From an optimization exercise on the open Yosys and OpenROAD flow, aimed at small area; shortcuts taken in it are not production practice.
Function was checked by simulation only, so behaviour that the tests miss may differ from the original.
Power is estimated from default activity; no workload was simulated.

$ cat flow/constraint.sdc
create_clock -name core_clock -period 8.0 [get_ports {clk_i}]
set_input_delay 1.6000 -clock core_clock [delete_from_list [all_inputs] [get_ports {clk_i}]]
set_output_delay 1.6000 -clock core_clock [all_outputs]
set_load 0.01 [all_outputs]
$ cat flow/design.v
`default_nettype none
package bdar_pkg;
  localparam int NUM_BUTTONS_DEF = 6;
  localparam int CNT_W           = 16;
  localparam int CFG_W           = 16;
  localparam int CFG_IDX_W       = 2;
  localparam logic [CNT_W-1:0] DEBOUNCE_RST = 16'd50;
  localparam logic [CNT_W-1:0] DELAY_RST    = 16'd300;
  localparam logic [CNT_W-1:0] INTERVAL_RST = 16'd300;
  typedef enum logic [CFG_IDX_W-1:0] {
    CFG_DEBOUNCE = 2'd0,
    CFG_DELAY    = 2'd1,
    CFG_INTERVAL = 2'd2
  } cfg_reg_e;
  typedef struct packed {
    logic [CNT_W-1:0] debounce;
    logic [CNT_W-1:0] delay;
    logic [CNT_W-1:0] interval;
  } cfg_t;
  typedef struct packed {
    logic ev;
    logic kind;
  } lane_res_t;
endpackage
`default_nettype wire
`default_nettype none
module bdar_lane (
  input  wire logic              clk_i,
  input  wire logic              rst_ni,
  input  wire logic              tick_i,
  input  wire logic              raw_i,
  input  bdar_pkg::cfg_t  cfg_i,
  output bdar_pkg::lane_res_t res_o
);
  logic             stable_q, stable_d;
  logic             rep_q, rep_d;
  logic [bdar_pkg::CNT_W-1:0] cnt_q, cnt_d;
  logic             chg;
  logic             rpt;
  logic             rep_a;
  logic [bdar_pkg::CNT_W-1:0] cnt_inc;
  logic [bdar_pkg::CNT_W-1:0] cnt_a;
  always_comb begin
    cnt_inc  = (&cnt_q) ? cnt_q : cnt_q + 1'b1;
    chg      = (raw_i != stable_q) && (cnt_inc >= cfg_i.debounce);
    stable_d = chg ? raw_i : stable_q;
    rep_a    = (chg && raw_i) ? 1'b0 : rep_q;
    cnt_a    = chg ? '0 : cnt_inc;
    rep_d    = rep_a;
    cnt_d    = cnt_a;
    rpt      = 1'b0;
    if (!stable_d) begin
      if (!rep_a) begin
        if (cnt_a >= cfg_i.delay) begin
          rep_d = 1'b1;
          cnt_d = '0;
        end
      end else if (cnt_a >= cfg_i.interval) begin
        rpt   = 1'b1;
        cnt_d = '0;
      end
    end
    res_o.ev   = chg | rpt;
    res_o.kind = chg & raw_i;
  end
  always_ff @(posedge clk_i or negedge rst_ni) begin
    if (!rst_ni) begin
      stable_q <= 1'b1;
      rep_q    <= 1'b0;
      cnt_q    <= '0;
    end else if (tick_i) begin
      stable_q <= stable_d;
      rep_q    <= rep_d;
      cnt_q    <= cnt_d;
    end
  end
endmodule
`default_nettype wire
`default_nettype none
module bdar_merge #(
  parameter int NUM_BUTTONS = 6,
  parameter int IDX_W       = 3
) (
  input  wire logic                   clk_i,
  input  wire logic                   rst_ni,
  input  wire logic                   in_valid_i,
  output logic                        in_ready_o,
  input  wire logic [NUM_BUTTONS-1:0] ev_i,
  input  wire logic [NUM_BUTTONS-1:0] kind_i,
  output logic                        evt_valid_o,
  input  wire logic                   evt_ready_i,
  output logic [IDX_W-1:0]            evt_button_index_o,
  output logic                        evt_event_kind_o,
  output logic                        evt_last_event_o
);
  logic [NUM_BUTTONS-1:0] pend_q, pend_d;
  logic [NUM_BUTTONS-1:0] kind_q;
  logic [NUM_BUTTONS-1:0] ev_mask;
  logic [NUM_BUTTONS-1:0] kind_mask;
  logic [NUM_BUTTONS-1:0] low_bit;
  logic [NUM_BUTTONS-1:0] rest;
  logic [IDX_W-1:0]       sel_idx;
  logic                   found;
  logic                   out_valid_q;
  logic [IDX_W-1:0]       out_idx_q;
  logic                   out_kind_q;
  logic                   out_last_q;
  logic                   out_load;
  logic                   in_acc;
  always_comb begin
    ev_mask   = ev_i;
    kind_mask = kind_i;
    sel_idx = '0;
    found   = 1'b0;
    for (int i = 0; i < NUM_BUTTONS; i++) begin
      if (pend_q[i] && !found) begin
        sel_idx = IDX_W'(i);
        found   = 1'b1;
      end
    end
    low_bit  = pend_q & (~pend_q + 1'b1);
    rest     = pend_q & ~low_bit;
    out_load = (pend_q != '0) && (!out_valid_q || evt_ready_i);
    in_ready_o = (pend_q == '0) || (out_load && (rest == '0));
    in_acc     = in_valid_i && in_ready_o;
    pend_d     = pend_q;
    if (out_load) begin
      pend_d = rest;
    end
    if (in_acc) begin
      pend_d = ev_mask;
    end
  end
  always_ff @(posedge clk_i or negedge rst_ni) begin
    if (!rst_ni) begin
      pend_q      <= '0;
      out_valid_q <= 1'b0;
    end else begin
      pend_q <= pend_d;
      if (out_load) begin
        out_valid_q <= 1'b1;
      end else if (evt_ready_i) begin
        out_valid_q <= 1'b0;
      end
    end
  end
  always_ff @(posedge clk_i) begin
    if (in_acc) begin
      kind_q <= kind_mask;
    end
    if (out_load) begin
      out_idx_q  <= sel_idx;
      out_kind_q <= kind_q[sel_idx];
      out_last_q <= (rest == '0);
    end
  end
  assign evt_valid_o        = out_valid_q;
  assign evt_button_index_o = out_idx_q;
  assign evt_event_kind_o   = out_kind_q;
  assign evt_last_event_o   = out_last_q;
endmodule
`default_nettype wire
`default_nettype none
module button_debounce_auto_repeat (
  input  wire logic        clk_i,
  input  wire logic        rst_ni,
  input  wire logic        cfg_we_i,
  input  wire logic [1:0]  cfg_idx_i,
  input  wire logic [15:0] cfg_data_i,
  input  wire logic        tick_valid_i,
  output logic             tick_ready_o,
  input  wire logic [5:0]  tick_raw_buttons_i,
  output logic             evt_valid_o,
  input  wire logic        evt_ready_i,
  output logic [2:0]       evt_button_index_o,
  output logic             evt_event_kind_o,
  output logic             evt_last_event_o
);
  localparam int NUM_BUTTONS = bdar_pkg::NUM_BUTTONS_DEF;
  localparam int IdxW = (NUM_BUTTONS > 1) ? $clog2(NUM_BUTTONS) : 1;
  bdar_pkg::cfg_t         cfg_q;
  logic [NUM_BUTTONS-1:0] res_ev;
  logic [NUM_BUTTONS-1:0] res_kind;
  logic                   tick_acc;
  always_ff @(posedge clk_i or negedge rst_ni) begin
    if (!rst_ni) begin
      cfg_q.debounce <= bdar_pkg::DEBOUNCE_RST;
      cfg_q.delay    <= bdar_pkg::DELAY_RST;
      cfg_q.interval <= bdar_pkg::INTERVAL_RST;
    end else if (cfg_we_i) begin
      case (cfg_idx_i)
        bdar_pkg::CFG_DEBOUNCE: cfg_q.debounce <= cfg_data_i;
        bdar_pkg::CFG_DELAY:    cfg_q.delay    <= cfg_data_i;
        bdar_pkg::CFG_INTERVAL: cfg_q.interval <= cfg_data_i;
        default: ;
      endcase
    end
  end
  assign tick_acc = tick_valid_i && tick_ready_o;
  for (genvar g = 0; g < NUM_BUTTONS; g++) begin : g_lane
    bdar_pkg::lane_res_t res;
    bdar_lane u_lane (
      .clk_i  (clk_i),
      .rst_ni (rst_ni),
      .tick_i (tick_acc),
      .raw_i  (tick_raw_buttons_i[g]),
      .cfg_i  (cfg_q),
      .res_o  (res)
    );
    assign res_ev[g]   = res.ev;
    assign res_kind[g] = res.kind;
  end
  bdar_merge #(
    .NUM_BUTTONS (NUM_BUTTONS),
    .IDX_W       (IdxW)
  ) u_merge (
    .clk_i              (clk_i),
    .rst_ni             (rst_ni),
    .in_valid_i         (tick_valid_i),
    .in_ready_o         (tick_ready_o),
    .ev_i               (res_ev),
    .kind_i             (res_kind),
    .evt_valid_o        (evt_valid_o),
    .evt_ready_i        (evt_ready_i),
    .evt_button_index_o (evt_button_index_o),
    .evt_event_kind_o   (evt_event_kind_o),
    .evt_last_event_o   (evt_last_event_o)
  );
endmodule
`default_nettype wire
$ cat flow/config.mk
export PLATFORM = sky130hd
export DESIGN_NAME = button_debounce_auto_repeat
export DESIGN_NICKNAME = button_debounce_auto_repeat
export VERILOG_FILES = /design/flow/design.v
export SDC_FILE = /design/flow/constraint.sdc
export NUM_CORES = 4
export LEC_CHECK = 0
export CAP_MARGIN = 20
export CORE_MARGIN = 2
export CORE_UTILIZATION = 40
export SLEW_MARGIN = 20
$ cat flow/run.sh
#!/bin/bash
# synth_recipe.tcl (not shown) runs the flow's synth.tcl, then flattens the netlist and writes it again
# the make line also repeats each setting of config.mk as NAME=value (left out here)
make -C /OpenROAD-flow-scripts/flow DESIGN_CONFIG=/design/flow/config.mk WORK_HOME=/design/flow/orfs CLKGATE_MAP_FILE= SYNTH_SCRIPT=/design/flow/synth_recipe.tcl finish
==> impl_results.md <==
* Status: no timing/DRC/antenna violations
* Footprint of the multi-input gates at around 11000 µm²
* Req. time, crit path at 8400 ps
* Async S/R FF share, synth at between 90% and 100%
* GRT Residual Overflow at 0
* Routability cong. at a little over 0.9
* Global-route wire length before repair at 75.9 mm
* Sequential cell area at around 4400 µm²
* Hold Violations, Final at 0
* Max clock buf depth at 2
* Final WS setup at 1140 ps
* Setup TNS at 0 ps
* Chip width at 204 µm
* Worst-path clk slew at roughly 70 ps
* Antenna cells at 0
* Crit. End Element: flop
* Internal power at 2.27 mW
* DP HPWL at about 35 mm
* YS warnings at 3
* Total GRT Usage at a little under a quarter
* IO Pins at 36
* CTS sink cnt at 174
* Worst min path class: flop to flop
* Vias in the first global route at 13300
* Fmax at 146 MHz
* Synthesized area at roughly 16000 µm²
* TritonCTS clock tree: built
* Peak supply drop at 0.000194 V
* Max-Cap Viols at 0
* Die Outline Area at about 42000 µm²
* Slew margin rel. at 35.8%
* Top post-synthesis cells by area: ha_1 (23%), dfrtp_1 (23%), nand2_1 (4.3%)
* Synth area leader: ha_1
* DR pass1 iterations at 5
* Class of the most critical setup path: flop to flop
* CP arrival at 7260 ps
* Clock power frac at 21.6%
* NumNets Final at 2170
* Layout cells sized above 1 at 7.26%
* NetSw at around 1.7 mW
* Max FO, Critical Path at 25
* H-tree depth at 4
* Clock latency (worst-skew pair) at around 480 ps
* Via count at 13900
* Slew Viols, Final at 0
* 1st-iter DRT viols at 1164
* Period minus WS final at around 7000 ps
* Die H at 204 µm
* Sequential fraction of design power at 30.5%
* IO Port Bufs at 35
* Row count at 73
* Post-CTS sizing at 0
* Combinational Power Share at 47.9%
* Cell leakage power at 8.87 nW
* # hold bufs at CTS at 0
* DR DRC count at 0
* Unrepaired setup endpoints after global routing: no
* Detailed-route wire length at a little under 50 mm
* Syn Area/Cell at 8.73 µm²
* Top-area cell type share of the netlist area at 22.9%
* Worst Clk Skew at 17.5 ps
* Starting Density at 40.5%
* Prevailing post-synth register cell: dfrtp_1
* Critical Path Source Type: flop
* Count of cell types in the netlist at 75
* Fin Hold WS at approximately 510 ps
* Fillers at 3961
* CTS Buf Count at 17
* Endpoints failing setup at 0
* Number of synthesized flops with an enable pin at 11
* Switching share of power at 43.1%
* Syn_nets at 2161
* Pwr/cell area at 228 nW/µm²
* Core box area at roughly 40000 µm²
* Setup Buffers After CTS at 0
* Routed wire length per instance at 20.4 µm
* R2R cell count at 27
* Cell count of the worst hold path at 1
* Largest net degree at the start of global routing at 92
* Seq/Total Area, Yosys at 27.6%
* Synthesized netlist cell count at 1838
* Area growth syn-to-layout at 9.20%
* Place WS at 1180 ps
* Root Driver: clkbuf_16
* Final clock period utilization by the worst path at between 80% and 90%
* Final ANT Viol Nets at 0
* Antenna violations before repair at 0
* #FFs+latches synth at between 150 and 200
* Worst slew pin tran at 963 ps
* Drt via density at slightly below 6
layer usage:
layer | vias to the layer above | routed length, µm | GRT usage [%]
li1 | 6744 | - | -
met1 | 6681 | 22000 | 32.2
met2 | 413 | 22000 | 37.8
met3 | 85 | 2690 | 3.51
met4 | 0 | 1870 | 10.8
met5 | - | 0 | 0
cells in the mapped netlist (8+ instances only):
cell type / n
mux2i_1: 18
a21oi_1: 99
o31ai_1: 38
xnor2_1: 36
nor2b_1: 38
edfxtp_1: 11
a211oi_1: 18
buf_2: 11
inv_1: 116
nand4_1: 44
nand2_1: 182
nor3_1: 30
dfrtp_1: 146
nand3_1: 62
clkbuf_1: 42
and2_1: 11
o21a_1: 17
xor2_1: 35
nor2_1: 127
or3_1: 9
o21ai_0: 113
a31o_2: 8
and3_1: 34
a32oi_1: 16
o211ai_1: 11
nand2b_1: 23
and4_1: 10
o21ai_2: 9
dfstp_2: 17
mux2_2: 38
a211o_1: 10
and2_0: 9
a21o_1: 66
ha_1: 294
a31oi_1: 12
power by group through the flow:
| stage | clock, mW | sequential [mW] | combinational, mW |
|---|---|---|---|
| floorplan | 0 | 1.17 | 1.33 |
| global placement | 0 | 1.22 | 1.80 |
| detailed placement | 0 | 1.23 | 1.87 |
| CTS | 0.891 | 1.22 | 1.89 |
| global route | 0.922 | 1.24 | 2.15 |
| finish | 0.864 | 1.22 | 1.92 |
registers in the layout, summed over array words and instances, names as in the netlist:
signal	count
u_merge.kind_q	6
u_merge.out_kind_q	1
u_merge.out_idx_q	3
g_lane.u_lane.rep_q	6
g_lane.u_lane.cnt_q	96
u_merge.out_valid_q	1
g_lane.u_lane.stable_q	6
u_merge.out_last_q	1
cfg_q	48
u_merge.pend_q	6
layout by cell type (no fill, tap or decap), types with 44 or more instances in the layout:
| cell type | synthesis | layout |
|---|---|---|
| a21oi_1 | 99 | 99 |
| o21ai_0 | 113 | 112 |
| dfrtp_1 | 146 | 146 |
| inv_1 | 116 | 116 |
| ha_1 | 294 | 294 |
| nand4_1 | 44 | 44 |
| nand2_1 | 182 | 181 |
| nand3_1 | 62 | 62 |
| nor2_1 | 127 | 127 |
| a21o_1 | 66 | 66 |
critical path, cell delays in order (launching register included):
cell,delay [ps]
dfrtp_1,440
ha_1,240
and3_1,190
and3_1,230
and3_1,210
nand2b_1,320
nand2_1,190
nor3_1,250
xor2_1,250
ha_1,300
a21oi_1,140
o21ai_0,130
a2111oi_0,390
o31ai_1,150
a221o_1,460
and2_1,170
buf_4,210
or2_1,270
ha_1,270
nand2b_1,140
a21o_1,180
a211o_1,300
a211oi_1,350
o211a_1,220
nor4_2,50
buf_4,170
nor2_2,310
a31o_2,210
cells by family after synthesis:
| logic type | share of synthesized area (%) |
|---|---|
| AO/OA/AOI/OAI | 19.1 |
| XOR/XNOR | 3.87 |
| adder cells (fa/ha/maj) | 23.0 |
| buffers and inverters | 4.18 |
| flip-flops | 27.6 |
| multiplexers | 3.79 |
| AND/OR/NAND/NOR | 18.5 |
stage by stage:
step | std cells | power [mW] | area (µm²) | utilization, %
floorplan | 1838 | 2.50 | 16100 | -
global placement | 2353 | 3.03 | 16900 | 42.7
detailed placement | 2353 | 3.11 | 16900 | 42.7
CTS | 2385 | 4.00 | 17500 | 44.2
global route | 2385 | 4.32 | 17500 | 44.2
finish | 2385 | 4.00 | 17500 | 44.2
area by class of cell:
class	instances	share of cell area, %
sequential	174	25.3
inverter	117	2.51
timing repair buffer	46	2.48
multi-input combinational	1491	62.7
clock buffer	18	2.45
tap	525	3.75
clock inverter	14	0.885
worst paths after layout:
path | startpoint | end | slack, ps
worst max-delay path | g_lane[1].u_lane.cnt_q[0]$_DFFE_PN0P_ | g_lane[1].u_lane.cnt_q[10]$_DFFE_PN0P_ | 1140
worst min-delay path | cfg_q[14]$_DFFE_PN0P_ | cfg_q[14]$_DFFE_PN0P_ | 510
worst max register to register | g_lane[1].u_lane.cnt_q[0]$_DFFE_PN0P_ | g_lane[1].u_lane.cnt_q[10]$_DFFE_PN0P_ | 1140
worst min register to register | cfg_q[14]$_DFFE_PN0P_ | cfg_q[14]$_DFFE_PN0P_ | 510
max in group asynchronous | rst_ni | cfg_q[1]$_DFFE_PN0P_ | 5300
min in group asynchronous | rst_ni | g_lane[0].u_lane.cnt_q[5]$_DFFE_PN0P_ | 1210

-- port drivers added, routing unchanged --
The results above use ideal ports. As a check the final layout listed here was re-extracted and re-timed, cells and wires unchanged.
Step 1, drivers: a clkbuf_16 drives clk_i and a buf_2 each remaining input, both assumed.
Step 2, shift: input delay + t, output delay - t, t = (earliest + latest rising clock arrival at the registers) / 2. This alone moves slack from input paths to output paths.
Three values: ideal, step 1, step 2; two values: the first two.
t (ns): 0.524
setup WS [ns]: 1.140 / 1.140 / 1.140
worst setup path after step 2: register to register
worst data-port slew with drivers (ns): 0.07
pins driven straight from the clock port: 1
After both steps this run still meets setup and hold. The setup slack of this run moves by 0.000 ns with the drivers and by 0.000 ns with both steps.
